This design comes from an exercise in tuning for small area and a short achievable clock period on the open sky130 flow, not from production work. Function was checked by simulation only, so behaviour that the tests miss may differ from the original. Power and IR drop assume default switching activity.

--- flow/design.v ---
`default_nettype none
package frame_pkg;
    localparam int PSN_W  = 24;
    localparam int DATA_W = 256;
    typedef enum logic [1:0] {
        TYPE_HEAD = 2'd0,
        TYPE_BODY = 2'd1,
        TYPE_TAIL = 2'd2,
        TYPE_ERR  = 2'd3
    } frame_type_e;
    typedef struct packed {
        logic [PSN_W-1:0] psn;
        frame_type_e      ftype;
    } frame_meta_t;
    typedef struct packed {
        frame_meta_t       meta;
        logic [DATA_W-1:0] data;
    } frame_t;
    typedef struct packed {
        logic   correct;
        frame_t frame;
    } fifo_entry_t;
endpackage
`default_nettype wire
`default_nettype none
package proc_pkg;
    localparam int DEF_CORRECT_DELAY = 5;
    localparam int DEF_ERROR_DELAY   = 2;
    localparam int DEF_REPORT_DELAY  = 4;
    localparam int DELAY_W = 3;
    localparam int DEF_MAIN_DEPTH = 8;
    localparam int DEF_RPT_DEPTH  = 4;
    typedef enum logic [1:0] {
        IDLE,
        PROCESS,
        OUTPUT
    } stage_state_e;
endpackage
`default_nettype wire
`timescale 1ns/1ps
`default_nettype none
module frame_processor (
    input  wire logic                   clk,
    input  wire logic                   rst_n,
    input  wire logic                   i_valid_1,
    output logic                        o_ready_1,
    input  wire logic [281:0]           i_frame_1,
    output logic                        o_valid_2,
    input  wire logic                   i_ready_2,
    output logic      [281:0]           o_frame_2,
    output logic                        o_valid_3,
    input  wire logic                   i_ready_3,
    output logic      [281:0]           o_frame_3,
    output logic                        o_valid_4,
    input  wire logic                   i_ready_4,
    output logic      [25:0]            o_meta_4
);
    localparam int FW = 282;    
    localparam int MW = 26;     
    localparam int NS = 7;      
    localparam int RS = 3;      
    localparam logic [1:0] T_HEAD = 2'd0;
    localparam logic [1:0] T_TAIL = 2'd2;
    localparam logic [1:0] T_ERR  = 2'd3;
    localparam logic [1:0] S_IDLE = 2'd0;
    localparam logic [1:0] S_PROC = 2'd1;
    localparam logic [1:0] S_OUT  = 2'd2;
    localparam int SW = 2 + 1 + 256;
    logic          in_frame;
    logic [23:0]   exp_psn;
    logic [23:0]   i_psn;
    logic [1:0]    i_type;
    logic          i_correct;
    logic [SW-1:0] i_word;
    assign i_psn     = i_frame_1[281:258];
    assign i_type    = i_frame_1[257:256];
    assign i_correct = ((i_type == T_HEAD) || in_frame) && (i_psn == exp_psn) && (i_type != T_ERR);
    assign i_word    = {i_type, i_correct, i_frame_1[255:24],
                        i_correct ? i_frame_1[23:0] : i_psn};
    logic [SW-1:0] mem [NS];
    logic [NS-1:0] wr_oh, rd_oh, we_r;
    logic [2:0]    mem_cnt;
    logic [3:0]    n_cnt;
    logic          rdy_r;
    logic          ov, pend;
    logic [255:0]  o_data;
    logic [1:0]    o_type;
    logic [23:0]   cur_psn;
    logic          verdict;
    logic [1:0]    ds;
    logic [2:0]    dcnt;
    logic          v2_r, v3_r;
    logic          accept, load, pop;
    logic [SW-1:0] mem_rd;
    assign accept = i_valid_1 && rdy_r;
    assign load   = !ov && (mem_cnt != 3'd0);
    assign pop    = (v2_r && i_ready_2) || (v3_r && i_ready_3);
    always_ff @(posedge clk) begin
        if (!rst_n) begin
            in_frame <= 1'b0;
            exp_psn  <= '0;
        end else if (accept) begin
            if (i_type == T_HEAD) in_frame <= 1'b1;
            else if (i_type == T_TAIL) in_frame <= 1'b0;
            if (i_correct) exp_psn <= exp_psn + 1'b1;
        end
    end
    for (genvar k = 0; k < NS; k++) begin : g_mem
        always_ff @(posedge clk) begin
            if (we_r[k]) mem[k] <= i_word;
        end
    end
    always_comb begin
        mem_rd = '0;
        for (int k = 0; k < NS; k++) begin
            mem_rd = mem_rd | (mem[k] & {SW{rd_oh[k]}});
        end
    end
    logic [NS-1:0] wr_oh_nxt;
    logic [3:0]    n_nxt;
    logic          rdy_nxt;
    assign wr_oh_nxt = accept ? {wr_oh[NS-2:0], wr_oh[NS-1]} : wr_oh;
    assign n_nxt     = n_cnt + {3'd0, accept} - {3'd0, pop};
    assign rdy_nxt   = pop || !(n_cnt[3] || (n_cnt == 4'd7 && i_valid_1));
    always_ff @(posedge clk) begin
        if (!rst_n) begin
            wr_oh   <= NS'(1);
            rd_oh   <= NS'(1);
            we_r    <= NS'(1);
            mem_cnt <= '0;
            n_cnt   <= '0;
            rdy_r   <= 1'b1;
            ov      <= 1'b0;
            pend    <= 1'b0;
        end else begin
            wr_oh   <= wr_oh_nxt;
            we_r    <= wr_oh_nxt & {NS{rdy_nxt}};
            if (load) rd_oh <= {rd_oh[NS-2:0], rd_oh[NS-1]};
            mem_cnt <= mem_cnt + {2'd0, accept} - {2'd0, load};
            n_cnt   <= n_nxt;
            rdy_r   <= rdy_nxt;
            ov      <= load || (ov && !pop);
            pend    <= load;
        end
    end
    logic cnt_inc;
    always_ff @(posedge clk) begin
        if (!rst_n) cnt_inc <= 1'b0;
        else        cnt_inc <= load && mem_rd[256];
    end
    logic [23:0] psn_carry;
    always_comb begin
        psn_carry[0] = 1'b1;
        for (int i = 1; i < 24; i++) psn_carry[i] = psn_carry[i-1] & cur_psn[i-1];
    end
    always_ff @(posedge clk) begin
        if (!rst_n) begin
            cur_psn <= '1;
        end else begin
            cur_psn <= cur_psn ^ (psn_carry & {24{cnt_inc}});
        end
    end
    always_ff @(posedge clk) begin
        if (load) begin
            o_type  <= mem_rd[258:257];
            verdict <= mem_rd[256];
        end
    end
    localparam int NB = 29;
    logic          add1, add2, add3;   
    logic [8:0]    lo_sum_a;
    logic [8:0]    lo_sum_b;
    logic [8:0]    lo_sum_c;
    logic          lo_carry_a;
    logic          lo_carry_b;
    logic          lo_carry;
    logic [NB-1:0] blk_ones;
    logic [NB-1:0] blk_pre;      
    logic [NB-1:0] blk_pre_r;    
    logic [231:0]  bit_pre;      
    logic [231:0]  hi_inc;
    function automatic logic [8:0] add8(input logic [7:0] a, input logic [7:0] b,
                                        input logic cin);
        logic [7:0] g, p, gg, pp;
        logic [7:0] c;
        g  = a & b;
        p  = a ^ b;
        gg = g;
        pp = p;
        gg[0] = g[0] | (p[0] & cin);
        for (int k = 0; k < 3; k++) begin
            for (int i = 0; i < 8; i++) begin
                if ((i >> k) & 1) begin
                    gg[i] = gg[i] | (pp[i] & gg[((i >> k) << k) - 1]);
                    pp[i] = pp[i] & pp[((i >> k) << k) - 1];
                end
            end
        end
        c = {gg[6:0], cin};
        add8 = {gg[7], p ^ c};
    endfunction
    assign lo_sum_a = add8(o_data[7:0], cur_psn[7:0] & {8{add1}}, 1'b0);
    assign lo_sum_b = add8(o_data[15:8], cur_psn[15:8] & {8{add2}}, lo_carry_a);
    assign lo_sum_c = add8(o_data[23:16], cur_psn[23:16] & {8{add3}}, lo_carry_b);
    logic [6:0]  bp [NB];
    logic [NB-1:0] blk_pp;
    always_comb begin
        for (int b = 0; b < NB; b++) begin
            bp[b] = o_data[24+b*8 +: 7];
            for (int k = 0; k < 3; k++) begin
                for (int i = 0; i < 7; i++) begin
                    if ((i >> k) & 1) bp[b][i] = bp[b][i] & bp[b][((i >> k) << k) - 1];
                end
            end
            bit_pre[b*8 +: 8] = {bp[b], 1'b1};
            blk_ones[b] = bp[b][6] & o_data[24+b*8+7];
        end
        blk_pp = blk_ones;
        for (int k = 0; k < 5; k++) begin
            for (int i = 0; i < NB; i++) begin
                if ((i >> k) & 1) blk_pp[i] = blk_pp[i] & blk_pp[((i >> k) << k) - 1];
            end
        end
        blk_pre = {blk_pp[NB-2:0], 1'b1};
    end
    always_ff @(posedge clk) begin
        if (!rst_n) begin
            add1       <= 1'b0;
            add2       <= 1'b0;
            add3       <= 1'b0;
            lo_carry_a <= 1'b0;
            lo_carry_b <= 1'b0;
            lo_carry   <= 1'b0;
        end else begin
            add1       <= cnt_inc;
            add2       <= add1;
            add3       <= add2;
            lo_carry_a <= lo_sum_a[8];
            lo_carry_b <= lo_sum_b[8];
            lo_carry   <= lo_sum_c[8];
        end
    end
    always_ff @(posedge clk) begin
        blk_pre_r <= blk_pre;
    end
    for (genvar b = 0; b < NB; b++) begin : g_inc
        assign hi_inc[b*8 +: 8] = o_data[24+b*8 +: 8]
                                ^ (bit_pre[b*8 +: 8] & {8{blk_pre_r[b] & lo_carry}});
    end
    always_ff @(posedge clk) begin
        if (load) begin
            o_data <= mem_rd[255:0];
        end else begin
            o_data <= {hi_inc, lo_sum_c[7:0], lo_sum_b[7:0], lo_sum_a[7:0]};
        end
    end
    logic [23:0] o_psn;
    assign o_psn = verdict ? cur_psn : o_data[23:0];
    logic [1:0] ds_nxt;
    logic       rfull_r;
    always_comb begin
        ds_nxt = ds;
        case (ds)
            S_IDLE: if (n_cnt != 4'd0 && !rfull_r) ds_nxt = S_PROC;
            S_PROC: if (dcnt == (verdict ? 3'd4 : 3'd1)) ds_nxt = S_OUT;
            S_OUT:  if (pop) ds_nxt = S_IDLE;
            default: ds_nxt = S_IDLE;
        endcase
    end
    always_ff @(posedge clk) begin
        if (!rst_n) begin
            ds   <= S_IDLE;
            dcnt <= '0;
            v2_r <= 1'b0;
            v3_r <= 1'b0;
        end else begin
            ds   <= ds_nxt;
            dcnt <= (ds == S_PROC) ? dcnt + 1'b1 : 3'd0;
            v2_r <= (ds_nxt == S_OUT) && verdict;
            v3_r <= (ds_nxt == S_OUT) && !verdict;
        end
    end
    assign o_ready_1 = rdy_r;
    assign o_valid_2 = v2_r;
    assign o_valid_3 = v3_r;
    logic [1:0] o_type_q;
    always_ff @(posedge clk) o_type_q <= o_type;
    assign o_frame_2 = {cur_psn, o_type_q, o_data};
    assign o_frame_3 = {o_data[23:0], o_type_q, 256'd0};
    logic [MW-1:0] rmem [RS];
    logic [RS-1:0] rwr_oh, rrd_oh, rwe_r;
    logic [1:0]    rmem_cnt;
    logic [2:0]    rc;
    logic          rov;
    logic [MW-1:0] rreg;
    logic [MW-1:0] rmem_rd;
    logic [1:0]    rs;
    logic [1:0]    rcnt;
    logic          v4_r;
    logic          rload, rpop;
    assign rload = !rov && (rmem_cnt != 2'd0);
    assign rpop  = v4_r && i_ready_4;
    for (genvar k = 0; k < RS; k++) begin : g_rmem
        always_ff @(posedge clk) begin
            if (rwe_r[k]) rmem[k] <= {o_psn, o_type};
        end
    end
    always_comb begin
        rmem_rd = '0;
        for (int k = 0; k < RS; k++) begin
            rmem_rd = rmem_rd | (rmem[k] & {MW{rrd_oh[k]}});
        end
    end
    always_ff @(posedge clk) begin
        if (rload) rreg <= rmem_rd;
    end
    logic [RS-1:0] rwr_oh_nxt;
    logic [2:0]    rc_nxt;
    logic          rfull_nxt;
    assign rwr_oh_nxt = pop ? {rwr_oh[RS-2:0], rwr_oh[RS-1]} : rwr_oh;
    assign rc_nxt     = rc + {2'd0, pop} - {2'd0, rpop};
    assign rfull_nxt  = (rc_nxt == 3'd4);
    logic [1:0] rs_nxt;
    always_comb begin
        rs_nxt = rs;
        case (rs)
            S_IDLE: if (rc != 3'd0) rs_nxt = S_PROC;
            S_PROC: if (rcnt == 2'd3) rs_nxt = S_OUT;
            S_OUT:  if (i_ready_4) rs_nxt = S_IDLE;
            default: rs_nxt = S_IDLE;
        endcase
    end
    always_ff @(posedge clk) begin
        if (!rst_n) begin
            rwr_oh   <= RS'(1);
            rrd_oh   <= RS'(1);
            rwe_r    <= RS'(1);
            rmem_cnt <= '0;
            rc       <= '0;
            rfull_r  <= 1'b0;
            rov      <= 1'b0;
            rs       <= S_IDLE;
            rcnt     <= '0;
            v4_r     <= 1'b0;
        end else begin
            rwr_oh   <= rwr_oh_nxt;
            rwe_r    <= rwr_oh_nxt & {RS{!rfull_nxt}};
            if (rload) rrd_oh <= {rrd_oh[RS-2:0], rrd_oh[RS-1]};
            rmem_cnt <= rmem_cnt + {1'b0, pop} - {1'b0, rload};
            rc       <= rc_nxt;
            rfull_r  <= rfull_nxt;
            rov      <= rload || (rov && !rpop);
            rs       <= rs_nxt;
            rcnt     <= (rs == S_PROC) ? rcnt + 1'b1 : 2'd0;
            v4_r     <= (rs_nxt == S_OUT);
        end
    end
    assign o_valid_4 = v4_r;
    logic [MW-1:0] rreg_q;
    always_ff @(posedge clk) rreg_q <= rreg;
    assign o_meta_4  = rreg_q;
endmodule
`default_nettype wire
--- flow/flow/run.sh ---
#!/bin/bash
# Layout flow: the standard flow (standard.sh, unchanged synthesis) with
# three settings changed:
#  - ports are buffered with buf_2 instead of the default delay-buffer cell
#  - the resizer may change a cell's footprint (MATCH_CELL_FOOTPRINT=0)
#  - clock tree: sink clusters of up to 25 sinks within 60 um, no dummy loads
# Each tool's full output stays in orfs/logs/; make's own output goes to
# standard_flow.log in this folder.
set -euo pipefail
bash standard.sh \
  "BUFFER_PORTS_ARGS=-buffer_cell sky130_fd_sc_hd__buf_2" \
  MATCH_CELL_FOOTPRINT=0 \
  "CTS_ARGS=-sink_clustering_enable -repair_clock_nets -dont_use_dummy_load -sink_clustering_size 25 -sink_clustering_max_diameter 60" \
  finish > standard_flow.log 2>&1
--- flow/standard.sh ---
#!/bin/bash
# synth_recipe.tcl (not shown) runs the flow's synth.tcl, then flattens the netlist and writes it again
# the make line also repeats each setting of config.mk as NAME=value (left out here)
make -C /OpenROAD-flow-scripts/flow DESIGN_CONFIG=/design/flow/config.mk WORK_HOME=/design/flow/orfs CLKGATE_MAP_FILE= SYNTH_SCRIPT=/design/flow/synth_recipe.tcl "${@:-finish}"
--- flow/config.mk ---
export PLATFORM = sky130hd
export DESIGN_NAME = frame_processor
export DESIGN_NICKNAME = frame_processor
export VERILOG_FILES = /design/flow/design.v
export SDC_FILE = /design/flow/constraint.sdc
export NUM_CORES = 4
export LEC_CHECK = 0
export CAP_MARGIN = 20
export CORE_MARGIN = 2
export CORE_UTILIZATION = 65
export SETUP_SLACK_MARGIN = 2.6
export SLEW_MARGIN = 20
--- flow/constraint.sdc ---
create_clock -name core_clock -period 5.0 [get_ports {clk}]
set_input_delay 1.0000 -clock core_clock [delete_from_list [all_inputs] [get_ports {clk}]]
set_output_delay 1.0000 -clock core_clock [all_outputs]
set_load 0.01 [all_outputs]
==> summary.txt, run 1 <==
----------------------------------------------------
[Status]
  Outcome ... no timing/DRC/antenna violations

[Drt]
  Vias per inst ... between 6 and 7
  Drt total wl ... roughly 230000 um
  Residual DRC ... 0
  DRT Pass-1 Iters ... 9
  Via total after detailed routing ... 51500
  First-iteration detailed-routing DRC count ... 6779
  Residual antenna-violating net count after detailed routing ... 0
  Final routed wire length divided by cell count ... around 29 um

[Placement]
  Global placer's final weighted congestion ... roughly 0.86
  Total cell area at the placement stage ... approximately 92000 um2
  HPWL after DPL ... 128000 um
  Number of buffers inserted by port buffering ... approximately 630
  Instance count after placement with tap cells included ... approximately 7600
  Post-Place Setup Slack ... roughly 1.4 ns

[STA]
  Number of setup violations in the final report ... 0
  Pin slew with the least headroom to its limit ... approximately 1.0 ns
  Fin worst setup slack ... roughly 2.6 ns
  Worst max-slew margin expressed relative to the limit ... 32.2%
  Final critical path time including I/O delays and setup ... 2.42 ns
  Aggregate negative setup slack ... 0 ns
  Setup repair after global routing missed its margin ... yes
  Maximum clock frequency ... around 0.41 GHz
  Count of pins over their slew limit ... 0
  Final hold violation count ... 0
  Share of the cycle needed by the critical path after routing ... 48.4%
  Largest clock skew in the final design ... roughly 0.053 ns
  Minimum hold slack ... ~0.33 ns

[Layout]
  Final instance count without filler cells ... 7837
  Layout area overhead ... 10.5%
  Design Area, Final ... between 90000 and 100000 um2
  Layout net count ... 6404
  Share of the core filled with cells ... 72.4%
  Fraction of final layout cells with drive strength greater than 1 ... 20.3%

[Worst setup path]
  Critical path class ... register to output pin
  Critical Path Sink Type ... output pin
  Crit start category ... register
  Largest fanout on the critical path ... 2
  Req. time, crit path ... roughly 4.0 ns
  Worst EP arrival ... around 1.4 ns

[Logic synthesis]
  Sequential area share after synthesis ... 75.6%
  Count of distinct cell types in the synthesized netlist ... between 50 and 60
  Primary flip-flop cell chosen by synthesis mapping ... edfxtp_1
  Top cells by area, synth ... edfxtp_1 66%, dfxtp_1 9.7%, a222oi_1 3.3%
  Fraction of registers with async set/reset ... 0%
  Number of enable-type register cells in the synthesized netlist ... 1920
  Post-synthesis cell type with the largest combined area ... edfxtp_1
  Cell Area, Synth ... approximately 88000 um2
  Number of flip-flops and latches in the synthesized netlist ... about 2300
  Gate count of the mapped netlist ... roughly 5500
  Synthesis Warnings ... 4
  Mean instance size in the synthesized netlist ... 16.0 um2
  Fraction of post-synthesis cell area in the top cell type by area ... about two thirds

[Floorplan]
  Area of the die ... 138000 um2
  Chip height ... 371 um
  Standard cell core area ... 134000 um2
  Die width ... roughly 370 um
  Number of rows in the core area ... around 130
  Starting density of the core ... between 60% and 70%
  I/O Pins ... roughly 900

[Global routing]
  Vias in the first global route ... roughly 49000
  Number of antenna violations at the first check in global routing ... slightly above 80
  Pin count of the biggest net entering global routing ... between 150 and 200
  Combined global-route utilization of all metal layers ... about a third
  Total grt overflow ... 0
  Wire length of the first global-routing pass ... ~320000 um

[Clock network]
  H-tree depth ... 4
  Clock tree from TritonCTS ... built
  Clock root cell ... clkbuf_16
  Cts bufs inserted ... 145
  Clock transition at the registers of the reported paths ... 0.08 ns
  Worst skew pair latency ... ~0.80 ns
  Clock sink total ... approximately 2300
  Hold-fix buffer count after cts ... 0
  Longest Clk Path Bufs ... 3

[Run]
  Max-capacitance violation count ... 0

[Hold path]
  Class of the tightest hold or removal check ... register to register

[Power]
  Leakage ... roughly 33 nW
  Total power ... approximately 50 mW
  Max rail drop VDD ... between 0.4 and 0.5 mV
  Ratio of total power to cell area ... just over 500 nW/um2

----------------------------------------------------
cells in the final DEF, fill, tap and decap left out, types with 146 or more instances in the layout:
| cell type | instances |
|---|---|
| a221oi_1 | 229 |
| a222oi_1 | 285 |
| a22o_1 | 229 |
| a31oi_1 | 233 |
| buf_2 | 553 |
| clkbuf_16 | 146 |
| conb_1 | 256 |
| dfxtp_1 | 191 |
| dfxtp_2 | 161 |
| edfxtp_1 | 1920 |
| nand2_1 | 165 |
| nor2_1 | 331 |
| xnor2_1 | 155 |
final timing paths:
| path | cells after the start | endpoint | slack (ns) | from |
|---|---|---|---|---|
| worst min-delay path | 0 | rreg_q[8] | 0.33 | rreg[8] |
| worst max-delay path | 2 | o_frame_2[16] | 2.58 | o_data[16] |
| worst min register to register | 0 | rreg_q[8] | 0.33 | rreg[8] |
| worst max register to register | 6 | blk_pre_r[24] | 2.58 | o_data[26] |
power breakdown:
group	leakage [nW]	switching (mW)	total, mW	internal (mW)
clock	1.79	5.80	10.9	5.14
combinational	10.1	7.35	11.9	4.57
sequential	21.2	2.18	26.2	24.0
total	33.1	15.3	49.0	33.7
kinds of logic (layout without fill, tap and decap cells):
logic type | count (synthesis) | count (layout) | synth area share, %
muxes | 62 | 62 | 0.773
xor gates and xnor gates | 265 | 265 | 2.65
buffers and inverters | 690 | 984 | 4.18
AOI/OAI and AO/OA | 1151 | 1151 | 10.8
DFF | 2346 | 2346 | 75.6
adders and majority gates | 78 | 78 | 1.23
other | 1 | 289 | 0.00428
and+or+nand+nor | 893 | 894 | 4.82
flip-flops by register name, indices dropped and copies added, names as in the netlist, 3 cells and up:
name       flops
rc             3
rmem          78
rd_oh          7
dcnt           3
exp_psn       24
we_r           7
rreg          26
o_data       256
mem         1813
rwe_r          3
rreg_q        26
rwr_oh         3
mem_cnt        3
rrd_oh         3
wr_oh          7
blk_pre_r     28
cur_psn       24
n_cnt          4
per-layer routing:
layer	up-vias	part of all wire [%]	GRT usage (%)
li1	22300	-	-
met1	26100	38	42.7
met2	2613	48	51.6
met3	433	9.9	7.50
met4	60	3.7	12.6
met5	-	0.16	0
worst max-delay path, cell delays in order, from the launching register on:
cell and delay [ns]:
dfxtp_4 0.36, buf_4 0.14, buf_2 0.13
timing repair:
item	4_1_cts	5_1_grt
gates cloned	1	4
hold endpoints to repair	0	0
setup endpoints to repair	643	214
buffers inserted	25	23
pin swaps	13	19
resized for setup	368	70
synth_stat cells (3+ instances only):
master,count
a222oi_1,285
a221oi_1,229
xor2_1,105
fa_1,14
o31ai_1,5
inv_1,98
edfxtp_1,1920
dfxtp_1,426
o21bai_1,3
buf_1,18
nand4_1,63
mux2_2,45
and4_1,15
ha_1,64
a31oi_1,233
or3_1,12
xnor2_1,160
and2_1,60
o21a_1,7
a21o_1,9
buf_4,282
nor4_1,14
nor2_1,335
and3_1,22
nand3_1,131
nor2b_1,3
mux2i_1,17
clkbuf_1,287
nand2b_1,4
or4_1,6
nor3_1,43
a22o_1,229
or2_2,3
a21oi_1,39
a2111oi_0,4
a22oi_1,61
nand2_1,169
o21ai_0,41
layout make-up:
class                   instances  area, um2
flip-flops and latches       2346      66700
fillers                      8669      36900
multi-input cells            2706      19000
repair buffers                736       4740
clock buffers                 145       3630
well taps                    1768       2210
inverters                     100        408
diodes                         33       82.6
repair inverters                3       33.8
==> run 2, diff against run 1 <==
--- a/flow/flow/run.sh
+++ b/flow/flow/run.sh
@@ -3,3 +3,3 @@
 # three settings changed:
-#  - ports are buffered with buf_2 instead of the default delay-buffer cell
+#  - ports are buffered with buf_1 instead of the default delay-buffer cell
 #  - the resizer may change a cell's footprint (MATCH_CELL_FOOTPRINT=0)
@@ -10,3 +10,3 @@
 bash standard.sh \
-  "BUFFER_PORTS_ARGS=-buffer_cell sky130_fd_sc_hd__buf_2" \
+  "BUFFER_PORTS_ARGS=-buffer_cell sky130_fd_sc_hd__buf_1" \
   MATCH_CELL_FOOTPRINT=0 \
--- a/flow/config.mk
+++ b/flow/config.mk
@@ -10,3 +10,3 @@
 export CORE_UTILIZATION = 65
-export SETUP_SLACK_MARGIN = 2.6
+export SETUP_SLACK_MARGIN = 2.7
 export SLEW_MARGIN = 20
==> run 2 against run 1 <==
Sequential power hardly changed. Final cell count is 3.1% higher. First-iteration DRC count is 2.6% lower. Via count is 2.5% higher. Register-to-register slack better by 0.06 ns. Worst hold slack worse by 0.016 ns. Clock skew is 0.0081 ns lower. Critical path depth is 9 higher. Power is 5.3% higher. Worst setup slack better by 0.065 ns. Clock power hardly changed.
==> summary.txt, run 2 <==
----------------------------------------------------
[Status]
  Outcome ... no timing/DRC/antenna violations

[Logic synthesis]
  Most frequent cell after synthesis ... edfxtp_1
  Post-synthesis cell type with the largest combined area ... edfxtp_1
  Number of flip-flops and latches in the synthesized netlist ... 2346 (unchanged)
  Synthesis Warnings ... 4 (unchanged)
  Sequential area share after synthesis ... 75.6% (unchanged)
  Primary flip-flop cell chosen by synthesis mapping ... edfxtp_1
  Gate count of the mapped netlist ... 5486 (unchanged)
  Number of enable-type register cells in the synthesized netlist ... 1920 (unchanged)
  Count of distinct cell types in the synthesized netlist ... 59 (unchanged)
  Top cells by area, synth ... edfxtp_1 66%, dfxtp_1 9.7%, a222oi_1 3.3%
  Fraction of registers with async set/reset ... 0% (unchanged)
  Mean instance size in the synthesized netlist ... 16.0 um2 (unchanged)
  Cell Area, Synth ... 87600 um2 (unchanged)
  Most frequent cells after synthesis ... 1920 x edfxtp_1, 426 x dfxtp_1, 335 x nor2_1
  Fraction of post-synthesis cell area in the top cell type by area ... 65.8% (unchanged)

[Hold path]
  Hold Crit Endpoint ... rreg_q[4]
  Class of the tightest hold or removal check ... register to register
  Hold Path Origin ... rreg[4]
  Cells on Worst Hold Path ... 0 (unchanged)

[Layout]
  Sequential standard cell area ... 67000 um2 (+0.44%)
  Footprint of the multi-input gates ... 19000 um2 (+0.20%)
  Biggest registers after layout ... mem: 1813 flops, o_data: 256 flops, rmem: 78 flops
  Fillers ... 8232 (-5.0%)
  Layout area overhead ... 13.8%
  Flip-flop count of the largest register, all copies and words added ... 1813 (unchanged)
  Fraction of final layout cells with drive strength greater than 1 ... 20.3% (about the same)
  Final instance count without filler cells ... 8083 (+3.1%)
  Design Area, Final ... 99700 um2 (+3.0%)
  Layout net count ... 6646 (+3.8%)
  Register name with the most flops ... mem
  Most common cell after layout, fill and taps aside ... edfxtp_1
  Top library cells by usage in the layout, fill and taps aside ... 1920 x edfxtp_1, 353 x buf_4, 330 x nor2_1
  Share of the core filled with cells ... 74.6% (+2.2 points)

[Drt]
  First-iteration detailed-routing DRC count ... 6601 (-2.6%)
  Vias per inst ... 6.53 (-0.57%)
  Drt total wl ... 232000 um (+2.3%)
  Via total after detailed routing ... 52800 (+2.5%)
  Residual antenna-violating net count after detailed routing ... 0 (unchanged)
  DRT Pass-1 Iters ... 10 (+1)
  Residual DRC ... 0 (unchanged)
  Final routed wire length divided by cell count ... 28.7 um (-0.82%)

[Worst setup path]
  Crit path max-delay cell type ... fa_2
  Crit start category ... register
  Delay of the slowest cell on the worst path ... 0.38 ns (+0.02 ns)
  Critical Path Sink Type ... register
  Most frequent cell on the critical path ... fa_2
  Count of buffering cells on the critical path with inverters included ... 2 (unchanged)
  Ordered cell list for the critical path ... nand2_2 > fa_2 > inv_2 > fa_2 > a21o_1 > a21oi_2 > inv_1 > fa_2 > xor2_1 > nor2_1 > a31oi_1
  Kind of cell adding the most delay to the critical path ... adder cells
  RR Startpoint ... cur_psn[16]
  Req. time, crit path ... 5.62 ns (+1.62 ns)
  Reg-to-Reg End ... o_data[21]
  Largest fanout on the critical path ... 4 (+2)
  Critical path class ... register to register
  Worst EP arrival ... 2.98 ns (+1.56 ns)
  Number of cell instances on the worst register-to-register path ... 11 (+5)
  Minimum setup slack among reg-to-reg paths ... 2.64 ns (+0.06 ns)

[Power]
  Max rail drop VDD ... 0.415 mV (-17%)
  Leakage ... 33.9 nW (+2.6%)
  Ratio of total power to cell area ... 518 nW/um2 (+2.2%)
  Total power ... 51.6 mW (+5.3%)

[Placement]
  Total cell area at the placement stage ... 90900 um2 (-0.82%)
  Number of buffers inserted by port buffering ... 625 (unchanged)
  HPWL after DPL ... 129000 um (+0.11%)
  Global placer's final weighted congestion ... 0.847 (-1.9%)
  Instance count after placement with tap cells included ... 7615 (+0.12%)

[Floorplan]
  Standard cell core area ... 134000 um2 (unchanged)
  Starting density of the core ... 65.6% (unchanged)
  I/O Pins ... 882 (unchanged)
  Number of rows in the core area ... 134 (unchanged)
  Chip height ... 371 um (unchanged)
  Area of the die ... 138000 um2 (unchanged)
  Die width ... 371 um (unchanged)

[Clock network]
  Clock tree from TritonCTS ... built
  Worst skew pair latency ... 0.79 ns (about the same)
  Clock transition at the registers of the reported paths ... 0.09 ns (about the same)
  Clock root cell ... clkbuf_16
  H-tree depth ... 4 (unchanged)
  Longest Clk Path Bufs ... 3 (unchanged)
  Cts bufs inserted ... 145 (unchanged)
  Clock sink total ... 2346 (unchanged)

[Global routing]
  Wire length of the first global-routing pass ... 333000 um (+2.8%)
  Vias in the first global route ... 50700 (+2.9%)
  Combined global-route utilization of all metal layers ... 33.0% (+1.0 points)
  Total grt overflow ... 0 (unchanged)
  Number of antenna violations at the first check in global routing ... 70 (-15%)
  Pin count of the biggest net entering global routing ... 176 (+14%)

[STA]
  Number of setup violations in the final report ... 0 (unchanged)
  Largest clock skew in the final design ... 0.0446 ns (-0.00809 ns)
  Share of the cycle needed by the critical path after routing ... 47.1% (-1.3 points)
  Pin slew with the least headroom to its limit ... 1.11 ns (+0.0957 ns)
  Final hold violation count ... 0 (unchanged)
  Count of pins over their slew limit ... 0 (unchanged)
  Setup repair after global routing missed its margin ... yes
  Worst max-slew margin expressed relative to the limit ... 25.8% (-6.4 points)
  Maximum clock frequency ... 0.425 GHz (+2.8%)
  Aggregate negative setup slack ... 0 ns (unchanged)
  Final critical path time including I/O delays and setup ... 2.36 ns (-0.0648 ns)

[Run]
  Max-capacitance violation count ... 0 (unchanged)

----------------------------------------------------
run 2: logic make-up (layout without fill, tap and decap cells):
group	count (synthesis)	count (layout)	share of synthesized area, %
AO/OA/AOI/OAI	1151	1151	10.8
XOR/XNOR	265	265	2.65
adder cells (fa/ha/maj)	78	78	1.23
buffers and inverters	690	1226	4.18
flip-flops	2346	2346	75.6
multiplexers	62	62	0.773
other	1	293	0.00428
AND/OR/NAND/NOR	893	894	4.82
run 2: layout make-up:
| class | count | share of cell area (%) |
|---|---|---|
| Antenna cell | 37 | 0.0929 |
| Clock buffer | 145 | 3.64 |
| Inverter | 100 | 0.410 |
| Multi-Input combinational cell | 2706 | 19.1 |
| Sequential cell | 2346 | 67.2 |
| Tap cell | 1768 | 2.22 |
| Timing Repair Buffer | 978 | 7.34 |
| Timing Repair inverter | 3 | 0.0339 |
run 2: repair_timing:
| item | 4_1_cts | 5_1_grt |
|---|---|---|
| gates resized for setup | 1388 | 98 |
| gates cloned | 4 | 0 |
| hold buffers | 0 | 0 |
| setup buffers | 251 | 31 |
| pin swaps | 18 | 27 |
| endpoints found under the setup margin | 708 | 263 |
run 2: power breakdown:
part	total [mW]	leakage [nW]	internal, mW	switching [mW]
clock	10.9	1.79	5.14	5.80
sequential	26.0	21.2	24.2	1.83
combinational	14.7	10.9	6.37	8.29
total	51.6	33.9	35.7	15.9
run 2: metrics by stage:
stage               hold WS [ns]  setup WS, ns
floorplan                  0.323          2.19
global placement           0.327          1.19
detailed placement         0.327          1.13
CTS                        0.314          2.61
global route               0.314          2.59
finish                     0.314          2.64
run 2: routing by layer:
metal / GRT usage, % / part of all wire (%) / up-vias
li1: - / - / 22800
met1: 43.8 / 38 / 26800
met2: 53.2 / 48 / 2755
met3: 7.56 / 9.9 / 431
met4: 13.9 / 4.3 / 54
met5: 0 / 0.14 / -
run 2: how the worst max path moves through the flow:
stage | startpoint | to | slack (ns) | cells after the start
3_5_place_dp | i_frame_1[262] | exp_psn[12] | 1.13 | 8
4_1_cts | o_data[17] | o_frame_3[275] | 2.61 | 1
3_3_place_gp | i_frame_1[262] | mem[1][3] | 1.19 | 7
6_report | cur_psn[16] | o_data[21] | 2.64 | 11
2_1_floorplan | mem_cnt[1] | mem_cnt[2] | 2.19 | 15
5_1_grt | cur_psn[16] | o_data[21] | 2.59 | 11
==> run 3, diff against run 2 <==
--- a/flow/design.v
+++ b/flow/design.v
@@ -81,3 +81,3 @@
     logic [NS-1:0] wr_oh, rd_oh, we_r;
-    logic [2:0]    mem_cnt;
+    logic [NS-1:0] mem_cnt;     
     logic [3:0]    n_cnt;
@@ -95,3 +95,3 @@
     assign accept = i_valid_1 && rdy_r;
-    assign load   = !ov && (mem_cnt != 3'd0);
+    assign load   = !ov && mem_cnt[0];
     assign pop    = (v2_r && i_ready_2) || (v3_r && i_ready_3);
@@ -138,3 +138,4 @@
             if (load) rd_oh <= {rd_oh[NS-2:0], rd_oh[NS-1]};
-            mem_cnt <= mem_cnt + {2'd0, accept} - {2'd0, load};
+            if (accept && !load)      mem_cnt <= {mem_cnt[NS-2:0], 1'b1};
+            else if (load && !accept) mem_cnt <= {1'b0, mem_cnt[NS-1:1]};
             n_cnt   <= n_nxt;
@@ -178,2 +179,3 @@
     logic [NB-1:0] blk_pre;      
+    logic [NB-1:0] blk_ones_r;   
     logic [NB-1:0] blk_pre_r;    
@@ -215,5 +217,5 @@
             bit_pre[b*8 +: 8] = {bp[b], 1'b1};
-            blk_ones[b] = bp[b][6] & o_data[24+b*8+7];
+            blk_ones[b] = &o_data[24+b*8 +: 8];
         end
-        blk_pp = blk_ones;
+        blk_pp = blk_ones_r;
         for (int k = 0; k < 5; k++) begin
@@ -243,3 +245,4 @@
     always_ff @(posedge clk) begin
-        blk_pre_r <= blk_pre;
+        blk_ones_r <= blk_ones;
+        blk_pre_r  <= blk_pre;
     end
--- a/flow/config.mk
+++ b/flow/config.mk
@@ -10,3 +10,3 @@
 export CORE_UTILIZATION = 65
-export SETUP_SLACK_MARGIN = 2.7
+export SETUP_SLACK_MARGIN = 2.6
 export SLEW_MARGIN = 20
==> run 3 against run 2 <==
Still clean. Core utilization is 3.5 points lower. Synthesized cell count is 0.47% higher. Clock power hardly changed. Cell area is 3.7% lower. Worst hold slack better by 0.019 ns. Final cell count is 3.0% lower. Maximum frequency is 0.71% lower.
==> summary.txt, run 3 <==
----------------------------------------------------
[Drt]
  Via total after detailed routing ... 51000 (-3.3%)
  Vias per inst ... 6.51 (-0.34%)
  Residual DRC ... 0 (unchanged)
  DRT Pass-1 Iters ... 7 (-3)
  Final routed wire length divided by cell count ... 28.1 um (-2.0%)
  Residual antenna-violating net count after detailed routing ... 0 (unchanged)
  Drt total wl ... 220000 um (-5.0%)
  First-iteration detailed-routing DRC count ... 6118 (-7.3%)

[Clock network]
  Clock tree from TritonCTS ... built
  Clock transition at the registers of the reported paths ... 0.08 ns (about the same)
  Longest Clk Path Bufs ... 3 (unchanged)
  Hold-fix buffer count after cts ... 0 (unchanged)
  H-tree depth ... 4 (unchanged)
  Clock root cell ... clkbuf_16
  Cts bufs inserted ... 143 (-1.4%)
  Clock sink total ... 2378 (+1.4%)
  Worst skew pair latency ... 0.79 ns (about the same)

[Worst setup path]
  Largest fanout on the critical path ... 3 (-1)
  Crit path max-delay cell type ... dfxtp_1
  Number of cell instances on the worst register-to-register path ... 4 (-7)
  Crit start category ... register
  Delay of the slowest cell on the worst path ... 0.40 ns (+0.02 ns)
  Worst EP arrival ... 1.37 ns (-1.61 ns)
  Req. time, crit path ... 4.00 ns (-1.62 ns)
  RR Startpoint ... rd_oh[2]
  Reg-to-Reg End ... o_data[76]
  Minimum setup slack among reg-to-reg paths ... 2.69 ns (+0.05 ns)
  Critical Path Sink Type ... output pin
  Count of buffering cells on the critical path with inverters included ... 1 (-1)
  Critical path class ... register to output pin
  Ordered cell list for the critical path ... clkbuf_2
  Kind of cell adding the most delay to the critical path ... flip-flops

[STA]
  Number of setup violations in the final report ... 0 (unchanged)
  Maximum clock frequency ... 0.422 GHz (-0.71%)
  Largest clock skew in the final design ... 0.0583 ns (+0.0136 ns)
  Final hold violation count ... 0 (unchanged)
  Final critical path time including I/O delays and setup ... 2.37 ns (+0.0169 ns)
  Share of the cycle needed by the critical path after routing ... 47.4% (+0.34 points)
  Count of pins over their slew limit ... 0 (unchanged)
  Setup repair after global routing missed its margin ... yes
  Aggregate negative setup slack ... 0 ns (unchanged)
  Minimum hold slack ... 0.333 ns (+0.0191 ns)
  Pin slew with the least headroom to its limit ... 1.19 ns (+0.0746 ns)
  Worst max-slew margin expressed relative to the limit ... 20.1% (-5.7 points)

[Layout]
  Biggest registers after layout ... mem: 1813 flops, o_data: 256 flops, rmem: 78 flops
  Register name with the most flops ... mem
  Layout area overhead ... 8.83%
  Top library cells by usage in the layout, fill and taps aside ... 1920 x edfxtp_1, 462 x buf_1, 358 x nor2_1
  Most common cell after layout, fill and taps aside ... edfxtp_1
  Layout net count ... 6401 (-3.7%)
  Flip-flop count of the largest register, all copies and words added ... 1813 (unchanged)
  Design Area, Final ... 96000 um2 (-3.7%)
  Fraction of final layout cells with drive strength greater than 1 ... 11.7% (-8.6 points)
  Fillers ... 9002 (+9.4%)
  Sequential standard cell area ... 67200 um2 (+0.42%)
  Footprint of the multi-input gates ... 18900 um2 (-0.70%)

[Logic synthesis]
  Mean instance size in the synthesized netlist ... 16.0 um2 (+0.28%)
  Synthesis Warnings ... 4 (unchanged)
  Most frequent cells after synthesis ... 1920 x edfxtp_1, 458 x dfxtp_1, 360 x nor2_1
  Number of enable-type register cells in the synthesized netlist ... 1920 (unchanged)
  Number of flip-flops and latches in the synthesized netlist ... 2378 (+1.4%)
  Gate count of the mapped netlist ... 5512 (+0.47%)
  Post-synthesis cell type with the largest combined area ... edfxtp_1
  Fraction of registers with async set/reset ... 0% (unchanged)
  Primary flip-flop cell chosen by synthesis mapping ... edfxtp_1
  Most frequent cell after synthesis ... edfxtp_1
  Fraction of post-synthesis cell area in the top cell type by area ... 65.3% (-0.49 points)
  Count of distinct cell types in the synthesized netlist ... 59 (unchanged)
  Cell Area, Synth ... 88300 um2 (+0.75%)
  Top cells by area, synth ... edfxtp_1 65%, dfxtp_1 10%, a222oi_1 3.2%
  Sequential area share after synthesis ... 75.7% (+0.16 points)

[Floorplan]
  I/O Pins ... 882 (unchanged)
  Standard cell core area ... 135000 um2 (+1.1%)
  Chip height ... 372 um (+0.37%)
  Area of the die ... 139000 um2 (+0.75%)
  Number of rows in the core area ... 135 (+0.75%)
  Die width ... 372 um (+0.37%)
  Starting density of the core ... 65.3% (-0.24 points)

[Hold path]
  Hold Path Origin ... rreg[20]
  Class of the tightest hold or removal check ... register to register
  Cells on Worst Hold Path ... 0 (unchanged)
  Hold Crit Endpoint ... rreg_q[20]

[Global routing]
  Combined global-route utilization of all metal layers ... 31.1% (-1.9 points)
  Total grt overflow ... 0 (unchanged)
  Wire length of the first global-routing pass ... 318000 um (-4.5%)
  Vias in the first global route ... 48900 (-3.5%)
  Pin count of the biggest net entering global routing ... 143 (-19%)
  Number of antenna violations at the first check in global routing ... 65 (-7.1%)

[Power]
  Ratio of total power to cell area ... 462 nW/um2 (-11%)
  Leakage ... 31.9 nW (-5.9%)
  Max rail drop VDD ... 0.449 mV (+8.2%)

[Placement]
  Global placer's final weighted congestion ... 0.870 (+2.7%)
  Total cell area at the placement stage ... 91500 um2 (+0.67%)
  Number of buffers inserted by port buffering ... 625 (unchanged)
  HPWL after DPL ... 124000 um (-3.6%)

[Run]
  Max-capacitance violation count ... 0 (unchanged)

[Status]
  Outcome ... no timing/DRC/antenna violations

----------------------------------------------------
-- run 3: cell count changes after synthesis, sizes merged, moves of 12 or more --
cell | before | now
dfxtp | 426 | 458
nand3 | 131 | 119
nand4 | 64 | 33
a41oi | 0 | 12
o21ai | 41 | 21
and2 | 60 | 72
nor2 | 335 | 360
inv | 98 | 84
-- run 3: timing repair --
action / in CTS / in global routing
pin swaps: 5 / 10
resized for setup: 434 / 106
setup buffers: 7 / 9
gates cloned: 1 / 0
setup endpoints to repair: 462 / 318
-- run 3: logic make-up after synthesis --
| group | Yosys count | synth area share (%) |
|---|---|---|
| fa+ha+maj | 76 | 1.19 |
| other cells | 1 | 0.00425 |
| compound gates | 1148 | 10.7 |
| flops | 2378 | 75.7 |
| xor+xnor | 266 | 2.64 |
| buf+inv | 673 | 4.07 |
| mux | 67 | 0.824 |
| simple gates | 903 | 4.81 |
-- run 3: worst max path at each step --
stage	from	end	slack, ns	cells after the start
floorplan	i_frame_1[269]	mem[0][14]	2.19	7
global placement	i_frame_1[256]	mem[2][19]	0.67	7
detailed placement	i_frame_1[256]	mem[5][13]	1.01	8
CTS	o_data[16]	o_data[21]	2.54	11
global route	i_ready_4	rwe_r[0]	2.56	12
finish	o_data[203]	o_frame_2[203]	2.63	1
-- run 3: power breakdown --
part           total [mW]  switching (mW)  internal [mW]
Sequential           26.0            2.06           24.0
Clock                10.9            5.82           5.08
Combinational        7.44            4.60           2.83
-- run 3: final cells by class --
type | count | area share (%)
Antenna cell | 24 | 0.0625
Clock buffer | 143 | 3.73
Inverter | 86 | 0.367
Multi-Input combinational cell | 2717 | 19.7
Sequential cell | 2378 | 70.0
Tap cell | 1781 | 2.32
Timing Repair Buffer | 711 | 3.83
-- run 3: metal layers --
layer / routed length [um] / vias up / global-route usage [%]
met5: 390 / - / 0
li1: - / 22300 / -
met2: 106000 / 2444 / 49.9
met3: 21100 / 384 / 6.96
met1: 86300 / 25800 / 43.0
met4: 6540 / 60 / 9.78
-- run 3: per-stage QoR --
stage | utilization, % | setup WS (ns) | cells | total power, mW
floorplan | - | 2.19 | 5767 | 30.2
global placement | 67.7 | 0.665 | 7655 | 33.2
detailed placement | 67.7 | 1.01 | 7656 | 33.3
CTS | 70.8 | 2.54 | 7807 | 44.4
global route | 71.1 | 2.56 | 7836 | 46.1
finish | 71.1 | 2.63 | 7840 | 44.3
==> run 4, diff against run 3 <==
--- a/flow/flow/run.sh
+++ b/flow/flow/run.sh
@@ -3,3 +3,3 @@
 # three settings changed:
-#  - ports are buffered with buf_1 instead of the default delay-buffer cell
+#  - ports are buffered with buf_2 instead of the default delay-buffer cell
 #  - the resizer may change a cell's footprint (MATCH_CELL_FOOTPRINT=0)
@@ -10,3 +10,3 @@
 bash standard.sh \
-  "BUFFER_PORTS_ARGS=-buffer_cell sky130_fd_sc_hd__buf_1" \
+  "BUFFER_PORTS_ARGS=-buffer_cell sky130_fd_sc_hd__buf_2" \
   MATCH_CELL_FOOTPRINT=0 \
==> run 4 against run 3 <==
Die area is the same. Sequential cell count is the same. Clock power is essentially flat. Core utilization grew 0.63 points. First-iteration DRC count grew 3.6%. Critical path type unchanged. Largest power group unchanged.
==> summary.txt, run 4 <==
----------------------------------------------------
[Clock network]
  Clock tree from TritonCTS ... built
  Clock transition at the registers of the reported paths ... 0.06 ns (-0.02 ns)
  Cts bufs inserted ... 145 (+1.4%)
  Clock root cell ... clkbuf_16
  Worst skew pair latency ... 0.81 ns (+0.02 ns)
  Longest Clk Path Bufs ... 3 (unchanged)
  Clock sink total ... 2378 (unchanged)
  H-tree depth ... 4 (unchanged)
  Hold-fix buffer count after cts ... 0 (unchanged)

[Global routing]
  Number of antenna violations at the first check in global routing ... 86 (+32%)
  Pin count of the biggest net entering global routing ... 133 (-7.0%)
  Total grt overflow ... 0 (unchanged)
  Combined global-route utilization of all metal layers ... 31.2% (+0.041 points)
  Wire length of the first global-routing pass ... 317000 um (-0.25%)
  Vias in the first global route ... 48500 (-0.81%)

[Layout]
  Most common cell after layout, fill and taps aside ... edfxtp_1
  Layout net count ... 6400 (-0.016%)
  Register name with the most flops ... mem
  Footprint of the multi-input gates ... 18900 um2 (about the same)
  Biggest registers after layout ... mem: 1813 flops, o_data: 256 flops, rmem: 78 flops
  Layout area overhead ... 9.79%
  Fillers ... 8802 (-2.2%)
  Flip-flop count of the largest register, all copies and words added ... 1813 (unchanged)
  Fraction of final layout cells with drive strength greater than 1 ... 19.6% (+7.9 points)
  Top library cells by usage in the layout, fill and taps aside ... 1920 x edfxtp_1, 569 x buf_2, 358 x nor2_1
  Sequential standard cell area ... 67300 um2 (+0.10%)

[STA]
  Minimum hold slack ... 0.340 ns (+0.00722 ns)
  Maximum clock frequency ... 0.420 GHz (-0.29%)
  Count of pins over their slew limit ... 0 (unchanged)
  Worst max-slew margin expressed relative to the limit ... 18.2% (-1.9 points)
  Number of setup violations in the final report ... 0 (unchanged)
  Final critical path time including I/O delays and setup ... 2.38 ns (+0.00688 ns)
  Setup repair after global routing missed its margin ... yes
  Largest clock skew in the final design ... 0.0602 ns (+0.00198 ns)
  Aggregate negative setup slack ... 0 ns (unchanged)
  Share of the cycle needed by the critical path after routing ... 47.6% (+0.14 points)
  Final hold violation count ... 0 (unchanged)
  Pin slew with the least headroom to its limit ... 1.22 ns (+0.0287 ns)

[Drt]
  Residual antenna-violating net count after detailed routing ... 0 (unchanged)
  Via total after detailed routing ... 51000 (+0.0039%)
  DRT Pass-1 Iters ... 8 (+1)
  Drt total wl ... 220000 um (about the same)
  Residual DRC ... 0 (unchanged)
  First-iteration detailed-routing DRC count ... 6338 (+3.6%)
  Vias per inst ... 6.50 (-0.12%)
  Final routed wire length divided by cell count ... 28.1 um (-0.18%)

[Worst setup path]
  Kind of cell adding the most delay to the critical path ... flip-flops
  Delay of the slowest cell on the worst path ... 0.44 ns (+0.04 ns)
  Ordered cell list for the critical path ... buf_2
  Worst EP arrival ... 1.38 ns (about the same)
  Critical Path Sink Type ... output pin
  Largest fanout on the critical path ... 2 (-1)
  Count of buffering cells on the critical path with inverters included ... 1 (unchanged)
  Crit path max-delay cell type ... dfxtp_1
  Req. time, crit path ... 4.00 ns (about the same)
  Critical path class ... register to output pin
  Crit start category ... register

[Placement]
  HPWL after DPL ... 122000 um (-1.9%)
  Global placer's final weighted congestion ... 0.853 (-1.9%)
  Number of buffers inserted by port buffering ... 625 (unchanged)

[Logic synthesis]
  Gate count of the mapped netlist ... 5512 (unchanged)
  Primary flip-flop cell chosen by synthesis mapping ... edfxtp_1
  Number of flip-flops and latches in the synthesized netlist ... 2378 (unchanged)
  Most frequent cells after synthesis ... 1920 x edfxtp_1, 458 x dfxtp_1, 360 x nor2_1
  Synthesis Warnings ... 4 (unchanged)
  Number of enable-type register cells in the synthesized netlist ... 1920 (unchanged)
  Top cells by area, synth ... edfxtp_1 65%, dfxtp_1 10%, a222oi_1 3.2%
  Mean instance size in the synthesized netlist ... 16.0 um2 (unchanged)
  Most frequent cell after synthesis ... edfxtp_1
  Sequential area share after synthesis ... 75.7% (unchanged)
  Fraction of post-synthesis cell area in the top cell type by area ... 65.3% (unchanged)
  Count of distinct cell types in the synthesized netlist ... 59 (unchanged)
  Fraction of registers with async set/reset ... 0% (unchanged)
  Post-synthesis cell type with the largest combined area ... edfxtp_1
  Cell Area, Synth ... 88300 um2 (unchanged)

[Floorplan]
  Die width ... 372 um (unchanged)
  Area of the die ... 139000 um2 (unchanged)
  Number of rows in the core area ... 135 (unchanged)
  Standard cell core area ... 135000 um2 (unchanged)
  Starting density of the core ... 65.3% (unchanged)
  I/O Pins ... 882 (unchanged)
  Chip height ... 372 um (unchanged)

[Power]
  Leakage ... 33.1 nW (+3.8%)
  Total power ... 44.8 mW (+0.91%)
  Ratio of total power to cell area ... 462 nW/um2 (about the same)
  Max rail drop VDD ... 0.375 mV (-16%)

[Status]
  Outcome ... no timing/DRC/antenna violations

[Hold path]
  Class of the tightest hold or removal check ... register to register

[Run]
  Max-capacitance violation count ... 0 (unchanged)

----------------------------------------------------
run 4: cell counts after synthesis:
Identical to the previous run, type by type.
run 4: per-stage QoR:
stage	utilization, %	setup WS, ns	instance area (um2)	std cells
2_1_floorplan	-	2.19	89200	5767
4_1_cts	71.5	2.59	96600	7807
6_report	71.7	2.62	96900	7850
5_1_grt	71.7	2.54	96900	7839
3_3_place_gp	68.3	1.04	92200	7646
3_5_place_dp	68.3	1.03	92200	7646
run 4: path summary, 6_finish.rpt:
kind | start | end | slack [ns] | cells past startpoint
setup reg to reg | rd_oh[4] | o_data[182] | 2.64 | 4
setup / recovery | rdy_r | o_ready_1 | 2.62 | 1
hold / removal | rreg[1] | rreg_q[1] | 0.34 | 0
hold reg to reg | rreg[1] | rreg_q[1] | 0.34 | 0
run 4: repair_timing:
item | in CTS | in global routing
gates resized for setup | 343 | 53
pin swaps | 5 | 7
hold endpoints to repair | 0 | 0
endpoints found under the setup margin | 454 | 246
gates cloned | 1 | 0
setup buffers | 15 | 8
run 4: routing by layer:
layer  track usage, %  routed length, um  vias up
met5                0                423        -
met4             10.0               6540       68
met3             7.38              22500      394
met2             49.8             105000     2473
met1             42.8              85800    25800
li1                 -                  -    22400
run 4: final cells by class:
| class | count | area share (%) |
|---|---|---|
| flip-flops and latches | 2378 | 69.5 |
| multi-input cells | 2717 | 19.5 |
| well taps | 1781 | 2.30 |
| repair buffers | 708 | 4.54 |
| diodes | 35 | 0.0904 |
| clock buffers | 145 | 3.74 |
| inverters | 86 | 0.350 |
run 4: power breakdown:
part           internal, mW  switching (mW)  total [mW]
Combinational          3.12            4.56        7.68
Sequential             24.0            2.08        26.1
Clock                  5.14            5.84        11.0
run 4: cells by family (layout without fill, tap and decap cells):
logic type / after synthesis / after routing / share of synthesized area [%]
flops: 2378 / 2378 / 75.7
compound gates: 1148 / 1148 / 10.7
simple gates: 903 / 904 / 4.81
buf+inv: 673 / 939 / 4.07
xor+xnor: 266 / 266 / 2.64
fa+ha+maj: 76 / 76 / 1.19
mux: 67 / 67 / 0.824
other cells: 1 / 291 / 0.00425

-- afterwards: timing with drivers on the ports --
How much do the figures lean on ideal ports? The routed layouts below were timed once more, with nothing changed but the port constraints.
Step 1, drivers: a clkbuf_16 drives clk and a buf_2 each remaining input, both assumed.
Step 2 moves the port delays by t, midway between the first and last clock arrival at a register: inputs arrive t later, outputs are due t later. That takes back most of the time a late clock gives input paths.
Three values: ideal, step 1, step 2; two values: the first two.
run | t, ns | slack for setup (ns) | hold slack, ns | latest minus earliest clock arrival (ns) | pins driven straight from the clock port
run 1 | 0.855 | 2.580 / 2.500 / 1.844 | 0.330 / 0.330 / 0.330 | 0.052 / 0.053 | 1
run 2 | 0.846 | 2.645 / 2.570 / 1.927 | 0.314 / 0.314 / 0.314 | 0.054 / 0.054 | 1
run 3 | 0.840 | 2.628 / 2.549 / 1.881 | 0.333 / 0.333 / 0.333 | 0.059 / 0.059 | 1
run 4 | 0.865 | 2.621 / 2.539 / 1.866 | 0.340 / 0.340 / 0.340 | 0.061 / 0.061 | 1
After both steps every run listed still meets setup and hold. For run 4, which loses most, drivers alone change the setup slack by -0.082 ns; drivers and shift together by -0.755 ns.
